This is an optimization exercise on Yosys and OpenROAD, whose aim is small area and a short achievable clock period, not a production implementation. In this exercise RTL edits were held to simulation tests only and were not proved equivalent to the original. Power figures rest on the tool's default switching activity, not on a simulated workload.

Design data_mem_ctrl, start of the top module:
module data_mem_ctrl #(
    parameter int DATA_W = 32,
    parameter int DEPTH  = 64
) (
    input  logic                clk,
    input  logic                rst_n,
    input  logic                req,
    input  logic                we,
    input  logic [31:0]         addr,
    input  logic [DATA_W-1:0]   wdata,
    input  logic [DATA_W/8-1:0] be,
    output logic                ready,
    output logic                rvalid,
    output logic [DATA_W-1:0]   rdata,
    output logic                err
);
    localparam int BW    = DATA_W / 8;
    localparam int AW    = $clog2(DEPTH);
    localparam int NG    = 20;               
    logic [AW:0]         cnt_q;
    logic                clearing;
    always_ff @(posedge clk or negedge rst_n) begin
        if (!rst_n) begin
            cnt_q <= '0;
        end else if (!cnt_q[AW]) begin
            cnt_q <= cnt_q + 1'b1;
        end
    end
    assign ready    = cnt_q[AW];
    assign clearing = ~cnt_q[AW];
    logic                acc;
    logic                oor;
    assign acc = req & ready;
    assign oor = |addr[31:AW+2];
    logic [7:0]          plo_n;
    logic [7:0]          phi_n;
    logic [DEPTH-1:0]    dec;
    data_mem_pdec3 u_plo (.a(addr[4:2]), .all(clearing), .y_n(plo_n));
    data_mem_pdec3 u_phi (.a(addr[7:5]), .all(clearing), .y_n(phi_n));
    for (genvar r = 0; r < DEPTH; r++) begin : g_dec
        data_mem_nor2 u_n (.a(plo_n[r%8]), .b(phi_n[r/8]), .y(dec[r]));
    end
    logic [BW-1:0]       lane_en;
    logic [DATA_W-1:0]   wcol_n;
    logic [BW-1:0]       en_n [DEPTH];
    assign lane_en = ({BW{acc & we & ~oor}} & be) | {BW{clearing}};
    assign wcol_n  = ~(wdata & {DATA_W{ready}});
    for (genvar r = 0; r < DEPTH; r++) begin : g_en
        for (genvar l = 0; l < BW; l++) begin : g_lane
            data_mem_nand2 u_n (.a(dec[r]), .b(lane_en[l]), .y(en_n[r][l]));
        end
    end
    logic [DATA_W-1:0]   mem_q [DEPTH];
    logic [DATA_W-1:0]   mem_d [DEPTH];
    logic [DATA_W-1:0]   rword;
  ...
Size in the first run: ~5,700 cells after synthesis, about 2,100 flip-flops, roughly 71,000 um^2 of cells after synthesis.
clock: 3.5 ns
lec_check: 0
cap_margin: 20
core_margin: 2
core_utilization: 40
slew_margin: 20
synth_hierarchical: 1
synth_minimum_keep_size: 0
run.sh (not shown) runs the stock make flow with config.mk's settings and CLKGATE_MAP_FILE= SYNTH_SCRIPT=/design/flow/synth_recipe.tcl, a recipe that flattens the netlist after the stock synthesis.
Change:
CORE_UTILIZATION = 60   (was 40)
CTS_CLUSTER_SIZE = 30   (was not set)
GPL_TIMING_DRIVEN = 0   (was not set)
With this change the flow finished but fails on negative setup slack.
First-iteration DRC count increases by about 15%.
Fmax decreases by about 13%.
Via count increases by about 0.6%.
Worst hold slack gets worse by 0.13 ns.
Area after synthesis stays the same.
Design area decreases by 2.4%.
Power decreases by 2.7%.
Global-route usage increases by 11 points.
Wire length decreases by about 1.6%.
Sequential share of layout area increases by 1.2 points.


data_mem_ctrl, a different RTL version from the one above (not shown whole).
Size in the first run: about 2100 flip-flops, ~110 I/O pins, about 72000 µm² of cells after synthesis.
Settings: LEC_CHECK=0, CAP_MARGIN=20, CORE_MARGIN=2, CORE_UTILIZATION=65, CTS_CLUSTER_DIAMETER=80, CTS_CLUSTER_SIZE=24, SETUP_SLACK_MARGIN=1.3, SLEW_MARGIN=20, SYNTH_HIERARCHICAL=1, SYNTH_MINIMUM_KEEP_SIZE=0, TNS_END_PERCENT=30; clock period 3.5 ns.
standard.sh (not shown) runs the stock make flow with config.mk's settings and CLKGATE_MAP_FILE= SYNTH_SCRIPT=/design/flow/synth_recipe.tcl, a recipe that flattens the netlist after the stock synthesis.
==> flow/flow/run.sh <==
#!/bin/bash
# The standard layout, with the port buffers made of plain buffers (instead of the delay
# cells buffer_ports picks by default) and timing repair free to resize across footprints.
set -euo pipefail
bash standard.sh \
  BUFFER_PORTS_ARGS="-buffer_cell sky130_fd_sc_hd__buf_4" \
  MATCH_CELL_FOOTPRINT=0 \
  finish > standard_flow.log 2>&1
The starting point went through all stages and came out clean.
Then changed:
--- a/flow/flow/run.sh
+++ b/flow/flow/run.sh
@@ -5,3 +5,3 @@
 bash standard.sh \
-  BUFFER_PORTS_ARGS="-buffer_cell sky130_fd_sc_hd__buf_4" \
+  BUFFER_PORTS_ARGS="-buffer_cell sky130_fd_sc_hd__buf_2" \
   MATCH_CELL_FOOTPRINT=0 \
Settings changed: CORE_UTILIZATION 65 to 70, CTS_CLUSTER_DIAMETER 80 to 90, CTS_CLUSTER_SIZE 24 to 30, SETUP_SLACK_MARGIN 1.3 to 1.2, TNS_END_PERCENT 30 to 10.
The new run finished clean; cell area goes down by about 2.5%; synthesized area is unchanged; via count increases by about 1.3%; wire length goes down by 1.8%.


data_mem_ctrl, a different RTL version from the one above (not shown whole).
Size: about 5800 cells after synthesis, roughly 2100 flip-flops, roughly 72000 µm² of cells after synthesis.
==> flow/design.v (excerpt) <==
module data_mem_ctrl #(
    parameter int DATA_W = 32,
    parameter int DEPTH  = 64
) (
    input  logic                clk,
    input  logic                rst_n,
    input  logic                req,
    input  logic                we,
    input  logic [31:0]         addr,
    input  logic [DATA_W-1:0]   wdata,
    input  logic [DATA_W/8-1:0] be,
    output logic                ready,
    output logic                rvalid,
    output logic [DATA_W-1:0]   rdata,
    output logic                err
);
clock: 3.5 ns
lec_check: 0
cap_margin: 20
core_margin: 2
core_utilization: 65
cts_cluster_diameter: 90
cts_cluster_size: 30
setup_slack_margin: 1.25
slew_margin: 20
synth_hierarchical: 1
synth_minimum_keep_size: 0
tns_end_percent: 20
==> flow/flow/run.sh <==
#!/bin/bash
# The standard layout, with the port buffers made of plain buffers (instead of the delay
# cells buffer_ports picks by default) and timing repair free to resize across footprints.
set -euo pipefail
bash standard.sh \
  BUFFER_PORTS_ARGS="-buffer_cell sky130_fd_sc_hd__buf_2" \
  MATCH_CELL_FOOTPRINT=0 \
  finish > standard_flow.log 2>&1
The first run completed with no timing, DRC or antenna violations.
Then changed:
--- a/flow/config.mk
+++ b/flow/config.mk
@@ -12,3 +12,3 @@
 export CTS_CLUSTER_SIZE = 30
-export SETUP_SLACK_MARGIN = 1.25
+export SETUP_SLACK_MARGIN = 1.15
 export SLEW_MARGIN = 20
@@ -16,2 +16,2 @@
 export SYNTH_MINIMUM_KEEP_SIZE = 0
-export TNS_END_PERCENT = 20
+export TNS_END_PERCENT = 5
Clock skew decreases by 6.9 ps.
Fmax goes down by a few percent.
Power barely changes.
Then changed:
--- a/flow/config.mk
+++ b/flow/config.mk
@@ -12,3 +12,4 @@
 export CTS_CLUSTER_SIZE = 30
-export SETUP_SLACK_MARGIN = 1.15
+export GPL_ROUTABILITY_DRIVEN = 0
+export SETUP_SLACK_MARGIN = 1.2
 export SLEW_MARGIN = 20
@@ -16,2 +17,2 @@
 export SYNTH_MINIMUM_KEEP_SIZE = 0
-export TNS_END_PERCENT = 5
+export TNS_END_PERCENT = 10
Fmax came out higher by 7.5%.
Total power hardly moves.
Setup slack gains 180 ps.
Wire length shrinks by 1.6%.
Clock power stays flat.
Sequential power hardly moves.
Global-route usage went down by 0.63 points.
Via count shrinks by 1.2%.
Utilization falls by 0.57 points.
Then changed:
--- a/flow/config.mk
+++ b/flow/config.mk
@@ -12,3 +12,2 @@
 export CTS_CLUSTER_SIZE = 30
-export GPL_ROUTABILITY_DRIVEN = 0
 export SETUP_SLACK_MARGIN = 1.2
Outcome:
- The new run completed without violations
- global-route usage is unchanged
- die area is unchanged
- count of clock-buffer cells in the layout is unchanged
- design area is unchanged
- worst hold slack stays the same


Another version of the RTL of data_mem_ctrl (not shown whole).
Size in the first run: roughly 5700 cells after synthesis, about 2100 flip-flops, about 110 I/O pins, ~71000 um2 of cells after synthesis.
clock: 3.5 ns
lec_check: 0
cap_margin: 20
core_margin: 2
core_utilization: 75
cts_cluster_diameter: 80
cts_cluster_size: 24
setup_slack_margin: 1.2
slew_margin: 20
synth_hierarchical: 1
synth_minimum_keep_size: 0
tns_end_percent: 10
==> flow/flow/run.sh <==
#!/bin/bash
# The standard layout, with the port buffers made of plain buffers (instead of the delay
# cells buffer_ports picks by default) and timing repair free to resize across footprints.
set -euo pipefail
bash standard.sh \
  BUFFER_PORTS_ARGS="-buffer_cell sky130_fd_sc_hd__buf_4" \
  MATCH_CELL_FOOTPRINT=0 \
  finish > standard_flow.log 2>&1
Next try:
CORE_UTILIZATION = 55   (was 75)
Design area shrinks by 0.53%.
Worst hold slack improved by 0.0051 ns.
Flip-flop and latch count is unchanged.


## the reference run
RTL: one of the versions met above, not the one the previous note started from.
For scale: about 5800 cells after synthesis, roughly 2100 flip-flops, roughly 72000 µm² of cells after synthesis.
==> flow/config.mk <==
export PLATFORM = sky130hd
export DESIGN_NAME = data_mem_ctrl
export DESIGN_NICKNAME = data_mem_ctrl
export VERILOG_FILES = /design/flow/design.v
export SDC_FILE = /design/flow/constraint.sdc
export NUM_CORES = 4
export LEC_CHECK = 0
export CAP_MARGIN = 20
export CORE_MARGIN = 2
export CORE_UTILIZATION = 65
export CTS_CLUSTER_DIAMETER = 100
export CTS_CLUSTER_SIZE = 30
export SETUP_SLACK_MARGIN = 1.2
export SLEW_MARGIN = 20
export SYNTH_HIERARCHICAL = 1
export SYNTH_MINIMUM_KEEP_SIZE = 0
export TNS_END_PERCENT = 10
==> flow/constraint.sdc <==
create_clock -name core_clock -period 3.5 [get_ports {clk}]
set_input_delay 0.7000 -clock core_clock [delete_from_list [all_inputs] [get_ports {clk}]]
set_output_delay 0.7000 -clock core_clock [all_outputs]
set_load 0.01 [all_outputs]
==> flow/flow/run.sh <==
#!/bin/bash
# The standard layout, with the port buffers made of plain buffers (instead of the delay
# cells buffer_ports picks by default) and timing repair free to resize across footprints.
set -euo pipefail
bash standard.sh \
  BUFFER_PORTS_ARGS="-buffer_cell sky130_fd_sc_hd__buf_2" \
  MATCH_CELL_FOOTPRINT=0 \
  finish > standard_flow.log 2>&1
Every stage of the flow completed for the reference run, and the final layout passed the timing, design-rule and antenna checks.
Inputs modified between the reference run and the trial run:
Settings: SETUP_SLACK_MARGIN changed from 1.2 to 1.3; TNS_END_PERCENT changed from 10 to 30; CTS_CLUSTER_DIAMETER changed from 100 to 90.
--- outcome ---
Comparing the reference run and the trial run, the lower combinational power share was measured on the reference run. Of the two values seen for termination of the worst setup path, rdata_q[8] was produced by the reference run and rdata_q[25] by the trial run. Compared with the reference run, the trial run is hungrier on power. Reported for the reference run and the trial run, weighted congestion reported at the end of routability-driven placement turned out identical to the last digit. The trial run and the reference run ended up with roughly the same proportion of register bits with asynchronous set or reset after synthesis. Die area came out exactly the same in the reference run and the trial run.


The RTL this note starts from:
==> flow/design.v <==
module data_mem_slice3 (
    input  logic [2:0] en_a,
    input  logic [2:0] en_b,
    input  logic       w,
    input  logic [2:0] s_n,
    input  logic [2:0] sel,
    output logic [2:0] y_n,
    output logic       r
);
    assign y_n = ~((en_a & {3{w}}) | (~en_b & ~s_n));
    assign r   = ~(|(sel & s_n));
endmodule
module data_mem_tail #(
    parameter int NG = 21
) (
    input  logic          en_a,
    input  logic          en_b,
    input  logic          w,
    input  logic          s_n,
    input  logic          sel,
    input  logic [NG-1:0] g,
    output logic          y_n,
    output logic          r
);
    assign y_n = ~((en_a & w) | (~en_b & ~s_n));
    assign r   = (&g) & ~(sel & s_n);
endmodule
module data_mem_ctrl #(
    parameter int DATA_W = 32,
    parameter int DEPTH  = 64
) (
    input  logic                clk,
    input  logic                rst_n,
    input  logic                req,
    input  logic                we,
    input  logic [31:0]         addr,
    input  logic [DATA_W-1:0]   wdata,
    input  logic [DATA_W/8-1:0] be,
    output logic                ready,
    output logic                rvalid,
    output logic [DATA_W-1:0]   rdata,
    output logic                err
);
    localparam int BW    = DATA_W / 8;
    localparam int AW    = $clog2(DEPTH);
    localparam int NG    = (DEPTH - 1) / 3;    
    logic [AW:0]         cnt_q;
    logic                clearing;
    always_ff @(posedge clk or negedge rst_n) begin
        if (!rst_n) begin
            cnt_q <= '0;
        end else if (!cnt_q[AW]) begin
            cnt_q <= cnt_q + 1'b1;
        end
    end
    assign ready    = cnt_q[AW];
    assign clearing = ~cnt_q[AW];
    logic [AW-1:0]       widx;
    logic                acc;
    logic                oor;
    logic [DEPTH-1:0]    dec;
    assign widx = addr[2 +: AW];
    assign acc  = req & ready;
    assign oor  = |addr[31:AW+2];
    always_comb begin
        dec = '0;
        dec[widx] = 1'b1;
    end
    logic [DEPTH-1:0]    row_en;
    logic [BW-1:0]       lane_en;
    logic [DATA_W-1:0]   wcol;
    logic [BW-1:0]       en [DEPTH];
    assign row_en  = dec | {DEPTH{clearing}};
    assign lane_en = ({BW{acc & we & ~oor}} & be) | {BW{clearing}};
    assign wcol    = wdata & {DATA_W{ready}};
    always_comb begin
        for (int r = 0; r < DEPTH; r++) begin
            en[r] = {BW{row_en[r]}} & lane_en;
        end
    end
    logic [DATA_W-1:0]   mem_n [DEPTH];
    logic [DATA_W-1:0]   nxt_n [DEPTH];
    logic [DATA_W-1:0]   rword;
    for (genvar b = 0; b < DATA_W; b++) begin : g_bit
        logic [NG-1:0] grp;
        for (genvar g = 0; g < NG; g++) begin : g_grp
            logic [2:0] en3;
            logic [2:0] s3;
            logic [2:0] y3;
            assign en3 = {en[3*g+2][b/8], en[3*g+1][b/8], en[3*g][b/8]};
            assign s3  = {mem_n[3*g+2][b], mem_n[3*g+1][b], mem_n[3*g][b]};
            data_mem_slice3 u_s (
                .en_a(en3),
                .en_b(en3),
                .w   (wcol[b]),
                .s_n (s3),
                .sel (dec[3*g +: 3]),
                .y_n (y3),
                .r   (grp[g])
            );
            assign nxt_n[3*g][b]   = y3[0];
            assign nxt_n[3*g+1][b] = y3[1];
            assign nxt_n[3*g+2][b] = y3[2];
        end
        data_mem_tail #(.NG(NG)) u_t (
            .en_a(en[DEPTH-1][b/8]),
            .en_b(en[DEPTH-1][b/8]),
            .w   (wcol[b]),
            .s_n (mem_n[DEPTH-1][b]),
            .sel (dec[DEPTH-1]),
            .g   (grp),
            .y_n (nxt_n[DEPTH-1][b]),
            .r   (rword[b])
        );
    end
    always_ff @(posedge clk) begin
        for (int r = 0; r < DEPTH; r++) begin
            mem_n[r] <= nxt_n[r];
        end
    end
    logic                rd_acc;
    logic                rvalid_q;
    logic [DATA_W-1:0]   rdata_q;
    logic                err_q;
    assign rd_acc = acc & ~we;
    always_ff @(posedge clk or negedge rst_n) begin
        if (!rst_n) begin
            rvalid_q <= 1'b0;
            rdata_q  <= '0;
            err_q    <= 1'b0;
        end else begin
            rvalid_q <= rd_acc;
            err_q    <= acc & oor;
            if (rd_acc) begin
                rdata_q <= rword & {DATA_W{~oor}};
            end
        end
    end
    assign rvalid = rvalid_q;
    assign rdata  = rdata_q;
    assign err    = err_q;
endmodule
clock: 3.5 ns
lec_check: 0
cap_margin: 20
core_margin: 2
core_utilization: 40
slew_margin: 20
synth_hierarchical: 1
synth_minimum_keep_size: 0
run.sh (not shown) runs the stock make flow with config.mk's settings and CLKGATE_MAP_FILE= SYNTH_SCRIPT=/design/flow/synth_recipe.tcl, a recipe that flattens the netlist after the stock synthesis.
Stock flow here: none of the scripts above is used.
The first run produced a layout that fails on negative setup slack.
Change:
- CORE_UTILIZATION: 40 -> 60
- CTS_BUF_LIST: default -> sky130_fd_sc_hd__clkbuf_4 sky130_fd_sc_hd__clkbuf_8
What happened:
- The changed run finished but fails on negative setup slack
- flip-flop and latch count is unchanged
- setup slack is better by 0.038 ns
- maximum frequency came out higher by 1.0%
- via count came out lower by 0.44%
- worst hold slack is better by 0.010 ns
- area after synthesis is unchanged


Setup of the baseline:
data_mem_ctrl with an RTL version that a note above also has.
Size: about 5700 cells after synthesis, ~2100 flip-flops, about 71000 sq um of cells after synthesis.
// data_mem_ctrl
module data_mem_ctrl #(
    parameter int DATA_W = 32,
    parameter int DEPTH  = 64
) (
    input  logic                clk,
    input  logic                rst_n,
    input  logic                req,
    input  logic                we,
    input  logic [31:0]         addr,
    input  logic [DATA_W-1:0]   wdata,
    input  logic [DATA_W/8-1:0] be,
    output logic                ready,
    output logic                rvalid,
    output logic [DATA_W-1:0]   rdata,
    output logic                err
);
    localparam int BW    = DATA_W / 8;
    localparam int AW    = $clog2(DEPTH);
    localparam int NG    = 20;               
    logic [AW:0]         cnt_q;
    logic                clearing;
    logic                ready_q;
    localparam int NCLR = 2 * BW;
    logic [NCLR-1:0]     clr_q;
    always_ff @(posedge clk or negedge rst_n) begin
        if (!rst_n) begin
            cnt_q   <= '0;
            ready_q <= 1'b0;
            clr_q   <= '1;
        end else begin
            if (!cnt_q[AW]) begin
  ...
Settings: LEC_CHECK=0, CAP_MARGIN=20, CORE_MARGIN=2, CORE_UTILIZATION=65, CTS_CLUSTER_DIAMETER=80, CTS_CLUSTER_SIZE=24, SETUP_SLACK_MARGIN=1.2, SLEW_MARGIN=20, SYNTH_HIERARCHICAL=1, SYNTH_MINIMUM_KEEP_SIZE=0, TNS_END_PERCENT=10; clock period 3.5 ns.
standard.sh (not shown) runs the stock make flow with config.mk's settings and CLKGATE_MAP_FILE= SYNTH_SCRIPT=/design/flow/synth_recipe.tcl, a recipe that flattens the netlist after the stock synthesis.
==> flow/flow/run.sh <==
#!/bin/bash
# The standard layout, with the port buffers made of plain buffers (instead of the delay
# cells buffer_ports picks by default) and timing repair free to resize across footprints.
set -euo pipefail
bash standard.sh \
  BUFFER_PORTS_ARGS="-buffer_cell sky130_fd_sc_hd__buf_4" \
  MATCH_CELL_FOOTPRINT=0 \
  finish > standard_flow.log 2>&1
Every stage of the flow completed for the baseline, and the final layout passed the timing, design-rule and antenna checks.
Inputs modified between the baseline and the candidate:
diff --git a/flow/config.mk b/flow/config.mk
--- a/flow/config.mk
+++ b/flow/config.mk
@@ -8 +8 @@
-export CAP_MARGIN = 20
+export CAP_MARGIN = 0
@@ -10 +10 @@
-export CORE_UTILIZATION = 65
+export CORE_UTILIZATION = 55
@@ -12,0 +13 @@
+export GPL_TIMING_DRIVEN = 0
@@ -14 +15 @@
-export SLEW_MARGIN = 20
+export SLEW_MARGIN = 0
--- outcome ---
- Compared the candidate against the baseline; area after synthesis within noise.
- In the candidate relative to the baseline, maximum clock rate had gone down by a few percent.
- From the baseline to the candidate the numbers moved as follows: total design power increased by 0.76 mW relative to the old numbers; horizontal extent of the die increased by 8.6% relative to the old numbers; first-pass GRT wire length decreased by 0.42% relative to the old numbers.
- Comparing the candidate and the baseline, maximum cell stage delay along the critical path is lower on the candidate.
- Core area, the candidate vs the baseline: up by more than 10%
- Between the candidate and the baseline, it is the candidate whose combinational share of power is higher, by 0.4 points.
- Comparing the candidate and the baseline, the lower final-layout fill cell count was measured on the baseline.

-- port drivers added, routing unchanged --
No port has a modelled driver above. Below, the same layouts with a new extraction and two added sets of constraints.
Step 1 assumes that a clkbuf_16 drives the clock port and a buf_2 every other input.
Step 2 times the ports against the registers' clock, not the clock port: input delays grow and output delays shrink by t, the midpoint of the rising clock arrivals with the driver on.
Slacks: ideal / step 1 / step 2; pairs: ideal / step 1.
run | t (ns) | slack for setup (ns) | hold WS [ns] | worst setup path after step 2
the first run of note 1 | 0.886 | 0.298 / 0.222 / -0.264 | 0.454 / 0.411 / 0.456 | input to register
the second run of note 1 | 0.881 | -0.163 / -0.163 / -0.924 | 0.321 / 0.256 / 0.459 | input to register
the first run of note 2 | 0.800 | 1.055 / 1.066 / 0.266 | 0.018 / -0.023 / 0.464 | input to register
the second run of note 2 | 0.784 | 0.915 / 0.934 / 0.149 | 0.044 / -0.017 / 0.469 | input to register
the first run of note 3 | 0.786 | 1.037 / 1.077 / 0.291 | 0.145 / 0.091 / 0.471 | input to register
the second run of note 3 | 0.786 | 0.895 / 0.945 / 0.159 | 0.110 / 0.055 / 0.468 | input to register
the third run of note 3 | 0.787 | 1.076 / 1.117 / 0.330 | 0.135 / 0.081 / 0.470 | input to register
the fourth run of note 3 | 0.787 | 1.076 / 1.117 / 0.330 | 0.135 / 0.081 / 0.470 | input to register
the first run of note 4 | 0.816 | 0.608 / 0.614 / -0.202 | 0.033 / -0.019 / 0.467 | input to register
the second run of note 4 | 0.826 | 1.007 / 0.991 / 0.166 | 0.038 / -0.021 / 0.468 | input to register
the reference run | 0.774 | 0.975 / 1.015 / 0.241 | 0.166 / 0.112 / 0.471 | input to register
the trial run | 0.788 | 1.112 / 1.122 / 0.335 | 0.147 / 0.093 / 0.470 | input to register
the first run of note 6 | 0.938 | -0.255 / -0.204 / -1.141 | 0.243 / 0.180 / 0.473 | input to register
the second run of note 6 | 1.079 | -0.217 / -0.197 / -1.275 | 0.253 / 0.200 / 0.473 | input to register
the baseline | 0.805 | 1.001 / 0.936 / 0.130 | 0.050 / -0.007 / 0.467 | input to register
the candidate | 0.815 | 0.861 / 0.779 / -0.036 | 0.012 / -0.043 / 0.465 | input to register
Met with ideal ports but missed after step 2: setup timing in the first run of note 1, the first run of note 4 and the candidate. For the second run of note 6, which loses most, drivers alone change the setup slack by +0.020 ns; drivers and shift together by -1.058 ns.
